Context: an optimization exercise on an open-source flow, tuned for small area, a short achievable clock period and few clock cycles per item. The choices shown serve that exercise and are no tape-out recipe. No functional check of the RTL was part of this run. No activity file was given, so power comes from the tool's default toggle rates.

`design/flow/design.v`:
```
`timescale 1ns/1ps
module cnnTop (
    input  logic                            i_clk,
    input  logic                            i_rstN,
    input  logic                            i_wrEn,
    input  logic [6-1:0]          i_wrAddr,
    input  logic [8-1:0]           i_wrData,
    input  logic                            i_start,
    output logic                            o_busy,
    output logic                            o_done,
    output logic signed [24-1:0] o_result,
    output logic                            o_led
);
    function automatic logic [17:0] csaSum(input logic [17:0] a, b, c);
        csaSum = a ^ b ^ c;
    endfunction
    function automatic logic [17:0] csaCry(input logic [17:0] a, b, c);
        csaCry = ((a & b) | (a & c) | (b & c)) << 1;
    endfunction
    logic [3:0] rstPipe;
    always_ff @(posedge i_clk) begin
        rstPipe <= {rstPipe[2:0], !i_rstN};
    end
    logic                   wrQ;
    logic [6-1:0] addrQ;
    logic [8-1:0]  dataQ;
    always_ff @(posedge i_clk) begin
        if (!i_rstN) wrQ <= 1'b0;
        else         wrQ <= i_wrEn;
        addrQ <= i_wrAddr;
        dataQ <= i_wrData;
    end
    logic [8-1:0] mem [64];
    logic [8-1:0] memData;
    assign memData = dataQ & {8{!rstPipe[0]}};
    always_ff @(posedge i_clk) begin
        for (int p = 0; p < 64; p++) begin
            if (rstPipe[0] || (wrQ && addrQ == 6'(p))) mem[p] <= memData;
        end
    end
    logic                  wr1;
    logic [8-1:0] oldPix;
    logic [8-1:0] newPix;
    logic                  r0a, r7a, c0a, c7a;
    always_ff @(posedge i_clk) begin
        wr1    <= wrQ;
        oldPix <= mem[addrQ];
        newPix <= dataQ;
        r0a    <= addrQ[5:3] == 3'd0;
        r7a    <= addrQ[5:3] == 3'd7;
        c0a    <= addrQ[2:0] == 3'd0;
        c7a    <= addrQ[2:0] == 3'd7;
    end
    logic signed [8:0] diff;
    logic              r0, r7, c0, c7;
    always_ff @(posedge i_clk) begin
        diff <= wr1 ? $signed({1'b0, newPix}) - $signed({1'b0, oldPix}) : 9'sd0;
        r0   <= r0a;
        r7   <= r7a;
        c0   <= c0a;
        c7   <= c7a;
    end
    logic rb, cb;
    assign rb = r0 | r7;
    assign cb = c0 | c7;
    logic [5:0] dl;
    logic [5:0] x0, y0, x1, y1, x2, y2;
    logic [5:0] l0Sum, l0Cry, l1Sum, l1Cry, l2Sum, l2Cry;
    logic [5:0] l0, l1, l2;    
    logic [4:0] l3h;           
    logic [5:0] l0Fb, l1Fb, l2Fb;
    logic [4:0] l3Fb;
    assign dl = diff[5:0];
    assign x0 = (rb | cb) ? dl << 2 : dl << 3;
    assign y0 = (rb ^ cb) ? dl << 1 : (rb | cb) ? 6'd0 : dl;
    assign x1 = (cb ? dl << 1 : 6'd0) ^ {6{c0}};
    assign y1 = (cb && !rb ? dl : 6'd0) ^ {6{c0}};
    assign x2 = (rb ? dl << 1 : 6'd0) ^ {6{r0}};
    assign y2 = (rb && !cb ? dl : 6'd0) ^ {6{r0}};
    assign l0Fb = l0 & {6{!rstPipe[2]}};
    assign l1Fb = l1 & {6{!rstPipe[2]}};
    assign l2Fb = l2 & {6{!rstPipe[2]}};
    assign l3Fb = l3h & {5{!rstPipe[2]}};
    assign l0Sum = 6'(csaSum(18'(l0Fb), 18'(x0), 18'(y0)));
    assign l0Cry = 6'(csaCry(18'(l0Fb), 18'(x0), 18'(y0)));
    assign l1Sum = 6'(csaSum(18'(l1Fb), 18'(x1), 18'(y1)));
    assign l1Cry = 6'(csaCry(18'(l1Fb), 18'(x1), 18'(y1))) | 6'(c0);
    assign l2Sum = 6'(csaSum(18'(l2Fb), 18'(x2), 18'(y2)));
    assign l2Cry = 6'(csaCry(18'(l2Fb), 18'(x2), 18'(y2))) | 6'(r0);
    logic [12:0] d13, xq, yq, zq, tqSum, tqCry;
    logic [12:0] tq;
    logic        xs3, xs2, xs1, xn, ys2, ys1, ys0, yn, zs, cOne, cTwo;
    always_comb begin
        {xs3, xs2, xs1, xn, ys2, ys1, ys0, yn, zs, cOne, cTwo} = '0;
        case ({r0, r7, c0, c7})
            4'b0000: {xs3, ys0, yn, cOne}           = '1;
            4'b0010: {xs1, xn, cOne}                = '1;
            4'b0001: {xs3, ys1}                     = '1;
            4'b1000: {xs3, ys2, zs}                 = '1;
            4'b0100: {xs2, xn, ys0, yn, cOne, cTwo} = '1;
            4'b1010: {xs2}                          = '1;
            4'b1001: {xs3, ys2}                     = '1;
            4'b0110: {xs3, xn, cOne}                = '1;
            default: ;
        endcase
    end
    assign d13 = 13'(diff);
    assign xq  = (((d13 << 3) & {13{xs3}}) | ((d13 << 2) & {13{xs2}}) | ((d13 << 1) & {13{xs1}})) ^ {13{xn}};
    assign yq  = (((d13 << 2) & {13{ys2}}) | ((d13 << 1) & {13{ys1}}) | (d13 & {13{ys0}})) ^ {13{yn}};
    assign zq  = d13 & {13{zs}};
    assign tqSum = 13'(csaSum(18'(xq), 18'(yq), 18'(zq)));
    assign tqCry = 13'(csaCry(18'(xq), 18'(yq), 18'(zq))) | 13'(cTwo);
    always_ff @(posedge i_clk) begin
        l0  <= l0Sum + l0Cry;
        l1  <= 6'(({l1Sum, 1'b1} + {l1Cry, c0}) >> 1);
        l2  <= 6'(({l2Sum, 1'b1} + {l2Cry, r0}) >> 1);
        l3h <= l3Fb + dl[4:0];
        tq  <= 13'(({tqSum, 1'b1} + {tqCry, cOne}) >> 1);
    end
    logic [17:0] q;
    logic [7:0]  cU;    
    logic [7:0]  cV;    
    always_ff @(posedge i_clk) begin
        q  <= (q & {18{!rstPipe[3]}}) + {{5{tq[12]}}, tq};
        cU <= 8'(l0) + {1'b0, l1, 1'b0};
        cV <= 8'(l2) + {1'b0, l2, 1'b0} + {2'b0, l3h, 1'b0};
    end
    logic [17:0] rSum, rCry, resFull;
    assign rSum    = csaSum(q, {10'h3ff, ~cU}, {10'd0, cV});
    assign rCry    = csaCry(q, {10'h3ff, ~cU}, {10'd0, cV});
    assign resFull = 18'(({rSum, 1'b1} + {rCry, 1'b1}) >> 1);
    logic       busy;
    logic [4:0] runPipe;
    logic       accept;
    assign accept = i_start && !busy;
    always_ff @(posedge i_clk) begin
        if (!i_rstN) begin
            busy     <= 1'b0;
            runPipe  <= '0;
            o_done   <= 1'b0;
            o_result <= '0;
        end else begin
            runPipe <= {runPipe[3:0], accept};
            o_done  <= runPipe[4];
            if (accept)      busy <= 1'b1;
            else if (o_done) busy <= 1'b0;
            if (runPipe[4]) o_result <= 24'($signed(resFull[17:6]));
        end
    end
    assign o_busy = busy;
    assign o_led  = o_result[24-1];
endmodule
```
`design/flow/flow/run.sh`:
```
#!/bin/bash
# The standard layout, with clock tree synthesis told not to add dummy loads.
# The CTS arguments are otherwise those the standard flow builds from config.mk.
set -euo pipefail
export CTS_ARGS="-sink_clustering_enable -repair_clock_nets -sink_clustering_size 30 -sink_clustering_max_diameter 80 -buf_list sky130_fd_sc_hd__clkbuf_16 -dont_use_dummy_load"
bash standard.sh finish > standard_make.log 2>&1
```
`design/flow/standard.sh`:
```
#!/bin/bash
# synth_recipe.tcl (not shown) runs the flow's synth.tcl, then flattens the netlist and writes it again
# the make line also repeats each setting of config.mk as NAME=value (left out here)
make -C /OpenROAD-flow-scripts/flow DESIGN_CONFIG=/design/flow/config.mk WORK_HOME=/design/flow/orfs CLKGATE_MAP_FILE= SYNTH_SCRIPT=/design/flow/synth_recipe.tcl "${@:-finish}"
```
`design/flow/config.mk`:
```
export PLATFORM = sky130hd
export DESIGN_NAME = cnnTop
export DESIGN_NICKNAME = cnnTop
export VERILOG_FILES = /design/flow/design.v
export SDC_FILE = /design/flow/constraint.sdc
export NUM_CORES = 4
export LEC_CHECK = 0
export CAP_MARGIN = 20
export CORE_MARGIN = 2
export CORE_UTILIZATION = 40
export CTS_BUF_LIST = sky130_fd_sc_hd__clkbuf_16
export CTS_CLUSTER_DIAMETER = 80
export CTS_CLUSTER_SIZE = 30
export SETUP_SLACK_MARGIN = 5
export SLEW_MARGIN = 20
```
`design/flow/constraint.sdc`:
```
create_clock -name core_clock -period 8.0 [get_ports {i_clk}]
set_input_delay 1.6000 -clock core_clock [delete_from_list [all_inputs] [get_ports {i_clk}]]
set_output_delay 1.6000 -clock core_clock [all_outputs]
set_load 0.01 [all_outputs]
```
==> flow_summary.ini <==
[outcome]
status = complete, no violations

[power]
combPwrFrac_pct = 28.2
power_density_nw_per_um2 = 280
power_mw = 8.66
ir_worst_vdd_v = 0.000259
p_leak_nw = 11.4
power_frac_clock_pct = 20.9
switchingPower_mw = 2.64
p_int_mw = 6.02
sw_frac_of_total_pct = 30.4
seq_power_share_pct = 50.9

[cts]
clockBufferDepth = 3
clock-sinks = 664
numCtsBuffers = 34
ctsRootBufferMaster = clkbuf_16
clkTransAtPathRegs_ns = 0.10
clk_latency_ns = 0.64
cts-htree-levels = 2
cts_tree = done

[die]
num_io_pins = 45
start_util_pct = 40.5
core_region_area_um2 = 68700
num_rows = 96
fp.dieW_um = 268
die_area_um2 = 71700
die_h_um = 268

[worst_setup_path]
r2r_setup_slack_ns = 5.02
reg2reg_to = oldPix[4]
critPathLaunch = addrQ[4]
rr_startpoint = addrQ[4]
cp-endpoint = oldPix[4]
critical_path_class = flop to flop
cp_data_arrival_time_ns = 3.36
rr_worst_depth = 7
critPathRequiredTime_ns = 8.38
cp-start-kind = flop
crit_path_end_kind = flop
crit_fanout = 17

[place]
preCtsSetupSlack_ns = 4.53
dp.cells = 2939
place_hpwl_um = 58600
gp_congestion = 0.983
place.port_buffers = 44

[synth]
synthArstFlopShare_pct = 0
synthCells = 1983
synth_seq_area_share_pct = 66.2
ys.flop_type = edfxtp_1
ys_seq_elements = 664
synth_edf_count = 512
ys_types = 61
syn_nets = 2130
ys.warnings.count = 2
syn_area_um2 = 27800
synth_area_per_cell_um2 = 14.0

[sta]
clock.fmax_ghz = 0.335
rsz0062_at_grt = yes
tightest_slew_ns = 1.02
hold_viol_final = 0
finClkSkew_ns = 0.115
slew_headroom_pct = 31.9
setup_slack_ns = 5.02
slew_violations = 0
fin_crit_ns = 2.98
finalSetupTns_ns = 0
finalSetupViolations = 0
period_share_pct = 37.3
finalHoldWorstSlack_ns = 0.328

[finish]
drive_above_1_share_pct = 11.2
fillers = 6135
area_growth_pct = 11.0
stdcell_count = 2996
nets = 2213

[global_routing]
grt_overflow = 0
antenna_found_initial = 2
grt_pass1_vias = 17200
grt_usage_pct = 24.1
grt_max_degree = 67
grt_pass1_wl_um = 123000

[route]
wl_per_cell_um = 28.9
route.detailed.drc = 0
viasPerCell = 5.92
ant_nets = 0
drt_first_pass_iters = 6
routed_wl_um = 86500
drt_iter0_markers = 2471
routed-via-count = 17700

[hold_path]
hp-class = flop to flop

[flow_run]
cap_viol_max_count = 0
-- per-layer routing --
| metal | vias up | share of wire, % | track usage (%) |
|---|---|---|---|
| li1 | 7646 | - | - |
| met1 | 8883 | 38 | 31.0 |
| met2 | 991 | 47 | 38.9 |
| met3 | 217 | 9.7 | 5.13 |
| met4 | 2 | 5.6 | 12.0 |
| met5 | - | 0.015 | 0 |
-- flip-flops by register name (all words and copies together) (netlist names), 4 cells and up --
signal	count
tq	13
runPipe	5
q	18
rstPipe	4
l2	6
oldPix	8
l1	6
mem	512
addrQ	6
l3h	5
dataQ	8
diff	9
cU	8
newPix	8
cV	8
l0	6
o_result	12
-- cell families (layout without fill, tap and decap cells) --
kind of cell,after synthesis,after routing,synth area share (%)
AOI/OAI and AO/OA,493,493,12.8
adders and majority gates,129,129,6.96
other,0,1,0
DFF,664,664,66.2
xor gates and xnor gates,97,97,3.05
and+or+nand+nor,412,412,7.68
muxes,17,17,0.648
buffers and inverters,171,252,2.63
-- placed cells by master (no fill, tap or decap), types with 8 or more instances in the layout --
cell / count
edfxtp_1: 512
a22oi_1: 212
dfxtp_1: 134
nor2_1: 113
inv_1: 97
a21o_1: 84
ha_1: 76
buf_4: 72
a21oi_1: 62
xnor2_1: 61
nand4_1: 53
nand2_1: 51
fa_1: 42
xor2_1: 36
nor2b_1: 35
clkbuf_16: 34
nand3_1: 27
dlygate4sd2_1: 27
nor2_2: 25
a22o_1: 22
o21ai_0: 21
nand2b_1: 19
a221oi_1: 19
clkdlybuf4s50_1: 17
nor3_1: 16
o21bai_1: 15
and2_1: 14
a21oi_2: 12
nor4_1: 12
dfxtp_4: 11
nor2b_4: 10
ha_4: 10
mux2i_1: 9
mux2_2: 8
-- worst max-delay path: stages (launching register included) --
cell and delay (ns):
dfxtp_1 0.52, or2_4 0.37, nor2_1 0.29, a22o_1 0.37, a221oi_1 0.36, nand3_1 0.15
nor4_2 0.52, a21oi_1 0.22
-- cell usage after synthesis, types with 8 or more instances --
master | n | area share [%]
edfxtp_1 | 512 | 55
a22oi_1 | 212 | 5.7
dfxtp_1 | 152 | 11
nor2_1 | 124 | 1.7
inv_1 | 100 | 1.3
ha_1 | 86 | 3.9
a21o_1 | 84 | 2.3
a21oi_1 | 74 | 1.3
xnor2_1 | 61 | 1.9
nand4_1 | 53 | 1.2
nand2_1 | 52 | 0.70
fa_1 | 43 | 3.1
nor2b_1 | 43 | 0.97
clkbuf_1 | 37 | 0.50
xor2_1 | 36 | 1.1
nand3_1 | 27 | 0.49
a221oi_1 | 22 | 0.69
a22o_1 | 22 | 0.69
o21ai_0 | 22 | 0.40
nand2b_1 | 21 | 0.47
o21bai_1 | 19 | 0.51
buf_4 | 17 | 0.46
nor3_1 | 16 | 0.29
nor2_2 | 15 | 0.34
and2_1 | 14 | 0.31
nor4_1 | 14 | 0.31
mux2i_1 | 9 | 0.32
buf_2 | 8 | 0.14
mux2_2 | 8 | 0.32
-- how the worst min path moves through the flow --
stage	from	to	slack, ns	cells past startpoint
detailed placement	rstPipe[1]	rstPipe[2]	0.32	0
floorplan	rstPipe[1]	rstPipe[2]	0.31	0
global placement	rstPipe[1]	rstPipe[2]	0.31	0
finish	rstPipe[1]	rstPipe[2]	0.33	0
CTS	rstPipe[1]	rstPipe[2]	0.33	0
global route	rstPipe[1]	rstPipe[2]	0.33	0
-- stage by stage --
stage,area (µm²),utilization [%]
after global routing,30900,45.0
after CTS,30500,44.4
final,30900,45.0
after global placement,29500,43.0
after floorplan,27800,-
after detailed placement,29500,43.0
-- power by group through the flow --
stage,combinational (mW),clock [mW],sequential (mW)
floorplan,1.73,0,4.37
global placement,2.12,0,4.49
detailed placement,2.19,0,4.50
CTS,2.29,1.83,4.42
global route,2.72,1.94,4.45
finish,2.44,1.81,4.41
-- final cells by class --
cell class / count / area, µm² / area share [%]
Antenna cell: 1 / 2.50 / 0.00810
Clock buffer: 34 / 851 / 2.75
Inverter: 102 / 388 / 1.26
Multi-Input combinational cell: 1148 / 9060 / 29.3
Sequential cell: 664 / 18500 / 59.8
Tap cell: 931 / 1160 / 3.77
Timing Repair Buffer: 116 / 947 / 3.07
-- what timing repair did --
action                     CTS  global route
resized for setup           71            47
buffers inserted             2            20
setup endpoints to repair   51            21
pin swaps                    8            23
hold buffers                 0             0

## separate check: timing with driven ports
No port has a modelled driver above. Below, the same layout with a new extraction and two added sets of constraints.
Step 1, drivers: a clkbuf_16 drives i_clk and a buf_2 each remaining input, both assumed.
Step 2, shift: input delay + t, output delay - t, t = (earliest + latest rising clock arrival at the registers) / 2. This alone moves slack from input paths to output paths.
Three values: no drivers, after step 1, after step 2; two values: the first two.
shift t [ns]: 0.635
setup slack, ns: 5.016 / 5.016 / 4.675
hold WS [ns]: 0.328 / 0.328 / 0.328
clock arrival spread, ns: 0.126 / 0.127
After both steps this run still meets setup and hold. The setup slack of this run moves by 0.000 ns with the drivers and by -0.341 ns with both steps.
